From an optimization exercise on the open Yosys and OpenROAD flow, aimed at small area and a short achievable clock period; shortcuts taken in it are not production practice.
The RTL was checked by simulation tests, not by an equivalence proof against the original design.
Power is estimated from default activity; no workload was simulated.

## before
==> flow/design.v (excerpt) <==
module flow_switch_top (
	input  logic                        clk,
	input  logic                        reset_L,
	input  logic                        i_psel,
	input  logic                        i_penable,
	input  logic                        i_pwrite,
	input  logic [4-1:0]          i_paddr,
	input  logic [8-1:0]          i_pwdata,
	output logic [8-1:0]          o_prdata,
	output logic                        o_pready,
	output logic                        o_pslverr,
	input  logic [4-1:0]          i_push,
	input  logic [4*6-1:0]  i_in_data,
	input  logic [4-1:0]          i_pop,
	output logic [4*6-1:0]  o_out_data,
	output logic [4-1:0]          o_out_empty
);
For scale: ~2000 cells after synthesis, about 87 I/O pins, ~29000 um2 of cells after synthesis.
==> module fifo16_out, before the edit <==
module fifo16_out (
	input  logic       clk,
	input  logic       reset_L,
	input  logic       i_wr,
	input  logic [3:0] i_wr_data,
	input  logic       i_rd,
	input  logic [3:0] i_af,
	input  logic       i_af_wr,
	input  logic [3:0] i_af_wdata,
	output logic [3:0] o_head,
	output logic       o_empty,
	output logic       o_af,
	output logic       o_underrun
);
	logic [3:0] head;
	logic [3:0] body [16-1];
	logic [4:0] fill;
	logic [4:0] fill_next;
	logic [3:0] bidx;
	logic       empty;
	logic       af;
	logic       underrun;
	logic       b_empty;
	logic       rd_ok;
	logic       up;
	logic       dn;
	logic       af_up;
	logic       af_hold;
	logic       af_dn;
	assign b_empty = (fill[4:1] == 4'd0);
	assign rd_ok   = i_rd && !empty;
	assign up      = i_wr && !rd_ok;
	assign dn      = rd_ok && !i_wr;
	assign bidx    = 4'(fill - 5'd2);
	always_ff @(posedge clk) begin
		if (i_wr && !empty) begin
			body[0] <= i_wr_data;
			for (int k = 1; k < 16-1; k++)
				body[k] <= body[k-1];
		end
	end
	always_ff @(posedge clk) begin
		if (rd_ok && !b_empty)
			head <= body[bidx];
		else if (i_wr && (empty || rd_ok))
			head <= i_wr_data;
	end
	assign fill_next = up ? fill + 5'd1 : dn ? fill - 5'd1 : fill;
	assign af_up   = ({1'b0, fill} + 6'd1 >= {2'b0, i_af});
	assign af_hold = (fill >= {1'b0, i_af});
	assign af_dn   = (fill > {1'b0, i_af});
	always_ff @(posedge clk) begin
		if (!reset_L) begin
			fill     <= 5'd0;
			empty    <= 1'b1;
			af       <= 1'b0;
			underrun <= 1'b0;
		end else begin
			fill  <= fill_next;
			empty <= (fill_next == 5'd0);
			if (i_af_wr)
				af <= (fill_next >= {1'b0, i_af_wdata});
			else
				af <= up ? af_up : dn ? af_dn : af_hold;
			if (i_rd)
				underrun <= empty;
		end
	end
	assign o_head     = head;
	assign o_empty    = empty;
	assign o_af       = af;
	assign o_underrun = underrun;
endmodule
==> flow/config.mk <==
export PLATFORM = sky130hd
export DESIGN_NAME = flow_switch_top
export DESIGN_NICKNAME = flow_switch_top
export VERILOG_FILES = /design/flow/design.v
export SDC_FILE = /design/flow/constraint.sdc
export NUM_CORES = 4
export LEC_CHECK = 0
export CAP_MARGIN = 20
export CORE_MARGIN = 2
export CORE_UTILIZATION = 45
export CTS_BUF_LIST = sky130_fd_sc_hd__clkbuf_8
export CTS_CLUSTER_DIAMETER = 50
export CTS_CLUSTER_SIZE = 16
export PLACE_DENSITY = 0.6
export SETUP_SLACK_MARGIN = 2.3
export SLEW_MARGIN = 20
==> flow/constraint.sdc <==
create_clock -name core_clock -period 5.0 [get_ports {clk}]
set_input_delay 1.0000 -clock core_clock [delete_from_list [all_inputs] [get_ports {clk}]]
set_output_delay 1.0000 -clock core_clock [all_outputs]
set_load 0.01 [all_outputs]
standard.sh (not shown) runs the stock make flow with config.mk's settings and CLKGATE_MAP_FILE= SYNTH_SCRIPT=/design/flow/synth_recipe.tcl, a recipe that flattens the netlist after the stock synthesis.
==> flow/flow/run.sh <==
#!/bin/bash
# Standard synthesis, then the combinational logic re-mapped by ABC with a
# delay target (registers untouched), then the standard layout steps.
set -euo pipefail
W=$(pwd)
R=$W/orfs/results/$FLOW_PLATFORM/flow_switch_top/base
LIB=$FLOW_HOME/platforms/sky130hd/lib/sky130_fd_sc_hd__tt_025C_1v80.lib
DELAY=${REMAP_DELAY_PS:-2000}
bash standard.sh synth > $W/synth.log 2>&1
cp $R/1_2_yosys.v $W/std_synth.v
sed -e "s|@LIB@|$LIB|g" -e "s|@IN@|$W/std_synth.v|g" -e "s|@OUT@|$W/remap.v|g" \
    -e "s|@DELAY@|$DELAY|g" -e "s|@CONSTR@|$W/flow/abc.constr|g" flow/remap.ys.in > $W/remap.ys
yosys -s $W/remap.ys > $W/remap.log 2>&1
cp $W/remap.v $R/1_2_yosys.v
rm -f $R/1_synth.odb $R/1_synth.sdc
bash standard.sh MATCH_CELL_FOOTPRINT=0 'BUFFER_PORTS_ARGS=-buffer_cell sky130_fd_sc_hd__buf_2' finish > $W/finish.log 2>&1
Other scripts of this flow, unchanged in this note and not shown: flow/flow/abc.constr, flow/flow/remap.ys.in
In summary, before completed successfully, with a layout that passed the timing, design-rule and antenna checks.
#### Input delta (after over before)
--- a/flow/design.v
+++ b/flow/design.v
@@ -352,9 +352,7 @@
 	logic       rd_ok;
 	logic       up;
 	logic       dn;
-	logic       af_up;
-	logic       af_hold;
-	logic       af_dn;
+	logic [3:0] af_next;
 	assign b_empty = (fill[4:1] == 4'd0);
 	assign rd_ok   = i_rd && !empty;
 	assign up      = i_wr && !rd_ok;
@@ -374,9 +372,7 @@
 			head <= i_wr_data;
 	end
 	assign fill_next = up ? fill + 5'd1 : dn ? fill - 5'd1 : fill;
-	assign af_up   = ({1'b0, fill} + 6'd1 >= {2'b0, i_af});
-	assign af_hold = (fill >= {1'b0, i_af});
-	assign af_dn   = (fill > {1'b0, i_af});
+	assign af_next = i_af_wr ? i_af_wdata : i_af;
 	always_ff @(posedge clk) begin
 		if (!reset_L) begin
 			fill     <= 5'd0;
@@ -386,10 +382,7 @@
 		end else begin
 			fill  <= fill_next;
 			empty <= (fill_next == 5'd0);
-			if (i_af_wr)
-				af <= (fill_next >= {1'b0, i_af_wdata});
-			else
-				af <= up ? af_up : dn ? af_dn : af_hold;
+			af    <= (fill_next >= {1'b0, af_next});
 			if (i_rd)
 				underrun <= empty;
 		end
==> comparison <==
after reports a lower internal power of the cells than before does. Taking before as the reference, in after area of all sequential standard cells roughly the same; number of instances in the synthesized netlist went down by about 2.8%; average via count per standard cell -0.55%. The headroom to the max-slew limit in after sits 5.2 points above the value recorded for before. Clock share of power for after: 1.7 points down relative to before.

## separate check: timing with driven ports
The results above use ideal ports. As a check the final layouts listed here were re-extracted and re-timed, cells and wires unchanged. Step 1 sets driving cells, clkbuf_16 on the clock port and buf_2 on the other inputs (assumed; they add their load-dependent delay and slew). Step 2 times the ports against the registers' clock, not the clock port: input delays grow and output delays shrink by t, the midpoint of the rising clock arrivals with the driver on. Three values: ideal ports, drivers, drivers and shift; two values: the first two.
| run | t (ns) | setup slack, ns | hold slack, ns | worst setup path at the end | pins driven straight from the clock port |
|---|---|---|---|---|---|
| before | 0.753 | 2.193 / 2.112 / 1.722 | 0.423 / 0.423 / 0.423 | input to register | 1 |
| after | 0.734 | 2.072 / 2.017 / 1.709 | 0.423 / 0.423 / 0.423 | input to register | 1 |
After both steps every run listed still meets setup and hold. The setup slack of before, which loses most, moves by -0.081 ns with the drivers and by -0.471 ns with both steps.
